Background: an optimization exercise with open tools, aiming at small area, a short achievable clock period and few clock cycles per item. Do not read the settings as production practice.
RTL that was checked went through simulation tests only; none was proved equivalent to the original.

==> flow/design.v <==
`default_nettype none
package asd_pkg;
  localparam int SampleBits  = 12;
  localparam int ElapsedBits = 8;
  localparam int TimerBits   = 16;
  localparam int SumBits     = 19;
  localparam int CountBits   = 7;
  localparam int FracBits    = 10;
  localparam int CfgIdxBits  = 2;
  localparam int CfgDataBits = 16;
  localparam int InDataBits  = ((SampleBits + ElapsedBits + 7) / 8) * 8;
  localparam int OutDataBits = ((SampleBits + 7) / 8) * 8;
  localparam int ProdBits    = SampleBits + FracBits;
  localparam int ThrBits     = ProdBits - 8 + 1;
  localparam int JobBits     = 1 + 1 + SumBits + CountBits;
  localparam int QDepth      = 2;
  localparam int QPtrBits    = $clog2(QDepth);
  localparam int QCntBits    = $clog2(QDepth + 1);
  localparam int DivSteps    = SumBits;
  localparam int DivCntBits  = $clog2(DivSteps);
  localparam logic [SampleBits-1:0]  AvgReset      = SampleBits'(2048);
  localparam logic [TimerBits-1:0]   HoldoffReset  = TimerBits'(100);
  localparam logic [FracBits-1:0]    FracReset     = FracBits'(77);
  localparam logic [TimerBits-1:0]   LogPerReset   = TimerBits'(50);
  localparam logic [CountBits-1:0]   PerAvgReset   = CountBits'(20);
  typedef enum logic [CfgIdxBits-1:0] {
    CFG_HOLDOFF  = 2'd0,
    CFG_FRACTION = 2'd1,
    CFG_LOG_PER  = 2'd2,
    CFG_PER_AVG  = 2'd3
  } cfg_idx_e;
  typedef struct packed {
    logic                 spike;
    logic                 div;
    logic [SumBits-1:0]   sum;
    logic [CountBits-1:0] divisor;
  } job_t;
  typedef struct packed {
    logic                  upd;
    logic [SampleBits-1:0] level;
  } avg_t;
  typedef struct packed {
    logic push;
    logic pending;
  } front_stat_t;
endpackage
`default_nettype wire
`default_nettype none
module audio_spike_detector
(
  input  wire logic        clk_i,
  input  wire logic        rst_ni,
  input  wire logic        cfg_we_i,
  input  wire logic [1:0]  cfg_idx_i,
  input  wire logic [15:0] cfg_data_i,
  input  wire logic        s_axis_tvalid,
  output logic             s_axis_tready,
  input  wire logic [23:0] s_axis_tdata,
  output logic             m_axis_tvalid,
  input  wire logic        m_axis_tready,
  output logic [15:0]      m_axis_tdata,
  output logic             m_axis_tuser
);
  localparam int R4Steps = 2;                
  localparam int DivBits = 2 * R4Steps;      
  localparam int DivCyc  = 12 / DivBits;     
  localparam int PhBits  = $clog2(DivCyc + 2);
  logic [15:0] hold_q, lper_q;
  logic [9:0]  frac_q;
  logic [6:0]  pavg_q;
  logic        v2_q;       
  logic        dv2_q;      
  logic [11:0] smp2_q;
  logic [7:0]  dt2_q;
  logic [15:0] htmr_q, ptmr_q;
  logic [11:0] peak_q;
  logic [18:0] sum_q;      
  logic [6:0]  cnt_q;      
  logic [11:0] avg_q;
  logic [22:0] prod_q;     
  logic [PhBits-1:0] ph_q;
  logic              mul_q;    
  logic              mreq_q;   
  logic ov0_q, ov1_q;
  logic os0_q, os1_q;
  logic spkd_q;                
  logic pop, push, push_spk, s2_fire, acc_ok, acc, drained;
  logic run_last, div_last, adv;
  assign pop      = ov0_q && m_axis_tready;
  assign drained  = !ov0_q || (!ov1_q && m_axis_tready);
  assign run_last = (ph_q == PhBits'(DivCyc + 1));
  assign div_last = !mul_q && (ph_q == PhBits'(DivCyc));
  assign adv      = (ph_q != '0) && (!div_last || drained);
  assign s2_fire  = v2_q && (dv2_q || (ph_q == '0 && !mreq_q && !ov1_q));
  assign acc_ok   = !mreq_q && (ph_q == '0 || run_last) && (!v2_q || s2_fire);
  assign s_axis_tready = acc_ok;
  assign acc      = s_axis_tvalid && acc_ok;
  logic [11:0] smp;
  logic [7:0]  dt;
  logic [16:0] p_left;
  logic        per_end, div_now, gt;
  logic [15:0] p_add;
  logic [11:0] peak_new;
  logic [18:0] sum_a, sum_b, sum_new;
  logic [6:0]  cnt_inc;
  always_comb begin
    smp      = s_axis_tdata[11:0];
    dt       = s_axis_tdata[19:12];
    p_left   = {1'b0, lper_q} - {1'b0, ptmr_q};
    per_end  = p_left[16] || (p_left[15:8] == 8'd0 && dt >= p_left[7:0]);
    p_add    = ptmr_q + {8'b0, dt};
    gt       = (smp > peak_q);
    peak_new = gt ? smp : peak_q;
    sum_a    = sum_q + {7'b0, peak_q};
    sum_b    = sum_q + {7'b0, smp};
    sum_new  = gt ? sum_b : sum_a;
    cnt_inc  = cnt_q + 7'd1;
    div_now  = per_end && (cnt_inc >= pavg_q);
  end
  logic [16:0] h_left, h_add;
  logic [15:0] h_sat;
  logic        hgt, spike;
  always_comb begin
    h_left = {1'b0, hold_q} - {1'b0, htmr_q};
    hgt    = (hold_q != 16'hFFFF) &&
             (h_left[16] || (h_left[15:8] == 8'd0 && dt2_q > h_left[7:0]));
    h_add  = {1'b0, htmr_q} + {9'b0, dt2_q};
    h_sat  = h_add[16] ? 16'hFFFF : h_add[15:0];
    spike  = hgt && ({3'b0, smp2_q} > prod_q[22:8]);
  end
  logic [6:0]         rem;
  logic [8:0]         t, d1, d2, d3;
  logic [9:0]         e1, e2, e3;
  logic               c1, c2, c3;
  logic [DivBits-1:0] qd;
  logic [18:0]        sum_div;
  always_comb begin
    d1  = {2'b0, cnt_q};
    d2  = {1'b0, cnt_q, 1'b0};
    d3  = d1 + d2;
    rem = sum_q[18:12];
    for (int j = R4Steps - 1; j >= 0; j--) begin
      t  = {rem, sum_q[12 - DivBits + 2*j +: 2]};
      e1 = {1'b0, t} - {1'b0, d1};
      e2 = {1'b0, t} - {1'b0, d2};
      e3 = {1'b0, t} - {1'b0, d3};
      c1 = !e1[9];
      c2 = !e2[9];
      c3 = !e3[9];
      qd[2*j +: 2] = {c2, c3 || (c1 && !c2)};
      rem = c3 ? e3[6:0] : c2 ? e2[6:0] : c1 ? e1[6:0] : t[6:0];
    end
    sum_div = {rem, sum_q[11-DivBits:0], qd};
  end
  logic [DivBits-1:0] hdig;
  logic [10:0]        mult;
  logic [PhBits-1:0]  didx;
  always_comb begin
    mult = 11'd256 + {1'b0, frac_q};
    didx = ph_q - PhBits'(2);
    hdig = '0;
    for (int k = 0; k < DivCyc; k++) begin
      if (didx == PhBits'(k)) hdig = avg_q[12 - DivBits*k - 1 -: DivBits];
    end
    if (!mul_q && !run_last) hdig = sum_q[DivBits-1:0];
  end
  always_ff @(posedge clk_i or negedge rst_ni) begin
    if (!rst_ni) begin
      hold_q <= 16'd100;
      frac_q <= 10'd77;
      lper_q <= 16'd50;
      pavg_q <= 7'd20;
    end else if (cfg_we_i) begin
      case (cfg_idx_i)
        2'd0: hold_q <= cfg_data_i;
        2'd1: frac_q <= cfg_data_i[9:0];
        2'd2: lper_q <= cfg_data_i;
        default: pavg_q <= cfg_data_i[6:0];
      endcase
    end
  end
  assign push     = (s2_fire && !dv2_q) || (adv && div_last);
  assign push_spk = dv2_q ? spkd_q : spike;
  always_ff @(posedge clk_i or negedge rst_ni) begin
    if (!rst_ni) begin
      v2_q    <= 1'b0;
      dv2_q   <= 1'b0;
      htmr_q  <= '0;
      ptmr_q  <= '0;
      peak_q  <= '0;
      sum_q   <= '0;
      cnt_q   <= '0;
      avg_q   <= 12'd2048;
      ph_q    <= '0;
      mul_q   <= 1'b0;
      mreq_q  <= 1'b1;
      ov0_q   <= 1'b0;
      ov1_q   <= 1'b0;
    end else begin
      if (acc) begin
        v2_q  <= 1'b1;
        dv2_q <= div_now;
      end else if (s2_fire) begin
        v2_q  <= 1'b0;
      end
      if (acc) begin
        ptmr_q <= per_end ? '0 : p_add;
        peak_q <= per_end ? '0 : peak_new;
        if (per_end) begin
          sum_q <= sum_new;
          cnt_q <= cnt_inc;
        end
      end else if (adv && div_last) begin
        sum_q <= '0;
        cnt_q <= '0;
        avg_q <= sum_div[11:0];
      end else if (adv && !mul_q && !run_last) begin
        sum_q <= sum_div;
      end
      if (s2_fire) htmr_q <= spike ? '0 : h_sat;
      if (acc && div_now) begin
        ph_q  <= PhBits'(1);
        mul_q <= 1'b0;
      end else if (ph_q == '0 && mreq_q) begin
        ph_q  <= PhBits'(1);
        mul_q <= 1'b1;
      end else if (run_last) begin
        ph_q  <= '0;
      end else if (adv) begin
        ph_q  <= ph_q + PhBits'(1);
      end
      if (cfg_we_i && cfg_idx_i == 2'd1) mreq_q <= 1'b1;
      else if (ph_q == '0)               mreq_q <= 1'b0;
      if (push && !pop) begin
        if (!ov0_q) ov0_q <= 1'b1;
        else        ov1_q <= 1'b1;
      end else if (pop && !push) begin
        ov0_q <= ov1_q;
        ov1_q <= 1'b0;
      end
    end
  end
  always_ff @(posedge clk_i) begin
    if (acc) begin
      smp2_q <= smp;
      dt2_q  <= dt;
    end
    if (s2_fire && dv2_q) spkd_q <= spike;
    if (push && pop) begin
      if (ov1_q) begin
        os0_q <= os1_q;
        os1_q <= push_spk;
      end else begin
        os0_q <= push_spk;
      end
    end else if (push) begin
      if (!ov0_q) os0_q <= push_spk;
      else        os1_q <= push_spk;
    end else if (pop) begin
      os0_q <= os1_q;
    end
    if (ph_q == PhBits'(1)) prod_q <= '0;
    if (adv && ph_q >= PhBits'(2)) prod_q <= (prod_q << DivBits) + 23'(hdig) * 23'(mult);
  end
  assign m_axis_tvalid = ov0_q;
  assign m_axis_tuser  = os0_q;
  assign m_axis_tdata  = {4'b0, avg_q};
endmodule
`default_nettype wire
export LEC_CHECK = 0
export ABC_AREA = 1
export CAP_MARGIN = 20
export CORE_MARGIN = 2
export CORE_UTILIZATION = 40
export SETUP_SLACK_MARGIN = 2.5
export SLEW_MARGIN = 20
create_clock -name core_clock -period 6.5 [get_ports {clk_i}]
standard.sh (not shown) runs the stock make flow with config.mk's settings and CLKGATE_MAP_FILE= SYNTH_SCRIPT=/design/flow/synth_recipe.tcl, a recipe that flattens the netlist after the stock synthesis.
==> flow/flow/run.sh <==
#!/bin/bash
# Standard layout, with the adders left to ABC instead of the platform's full/half adder cells.
set -euo pipefail
bash standard.sh ADDER_MAP_FILE= finish > make_finish.log 2>&1
Testbench counts at the start, summed over its fixed seeds: cycles 11,038, items 8,000.
Rerun with:
--- a/flow/design.v
+++ b/flow/design.v
@@ -155,6 +155,7 @@
   logic [DivBits-1:0] hdig;
   logic [10:0]        mult;
   logic [PhBits-1:0]  didx;
+  logic [14:0]        hprod;
   always_comb begin
     mult = 11'd256 + {1'b0, frac_q};
     didx = ph_q - PhBits'(2);
@@ -163,6 +164,10 @@
       if (didx == PhBits'(k)) hdig = avg_q[12 - DivBits*k - 1 -: DivBits];
     end
     if (!mul_q && !run_last) hdig = sum_q[DivBits-1:0];
+    hprod = '0;
+    for (int k = 0; k < DivBits; k++) begin
+      if (hdig[k]) hprod = hprod + (15'(mult) << k);
+    end
   end
   always_ff @(posedge clk_i or negedge rst_ni) begin
     if (!rst_ni) begin
@@ -260,7 +265,7 @@
       os0_q <= os1_q;
     end
     if (ph_q == PhBits'(1)) prod_q <= '0;
-    if (adv && ph_q >= PhBits'(2)) prod_q <= (prod_q << DivBits) + 23'(hdig) * 23'(mult);
+    if (adv && ph_q >= PhBits'(2)) prod_q <= (prod_q << DivBits) + 23'(hprod);
   end
   assign m_axis_tvalid = ov0_q;
   assign m_axis_tuser  = os0_q;
Effect:
- global-route usage rises by 0.45 points
- wire length rises by about 6.5%
- die area falls by 4.6%
- design area rises by about 18%
- setup slack degrades by 0.79 ns
- clock-buffer cell count falls by 3
- worst hold slack degrades by 0.012 ns
Only the layout flow was run in the second run of this note; the RTL was not checked for function there.

## what the ideal ports hide
The flow's constraints put no driver on any port. The routed layouts listed below were extracted and timed again, unchanged, in two steps.
Step 1 assumes that a clkbuf_16 drives the clock port and a buf_2 every other input.
Step 2 adds t to the input delays and takes it off the output delays; t is the mean of the earliest and latest rising clock arrival at the registers after step 1. Input paths then give back, and output paths get back, about the clock's delay inside the block.
Slacks: no drivers / after step 1 / after step 2; pairs: no drivers / after step 1.
| run | t (ns) | slack for setup (ns) | worst register clock-pin slew, ns | worst slew at a driven data input, ns |
|---|---|---|---|---|
| the first run | 0.513 | 2.721 / 2.744 / 2.231 | 0.08 / 0.08 | 0.06 |
| the second run | 0.502 | 1.934 / 1.941 / 1.440 | 0.08 / 0.08 | 0.08 |
After both steps every run listed still meets setup and hold. The setup slack of the second run, which loses most, moves by +0.007 ns with the drivers and by -0.494 ns with both steps.
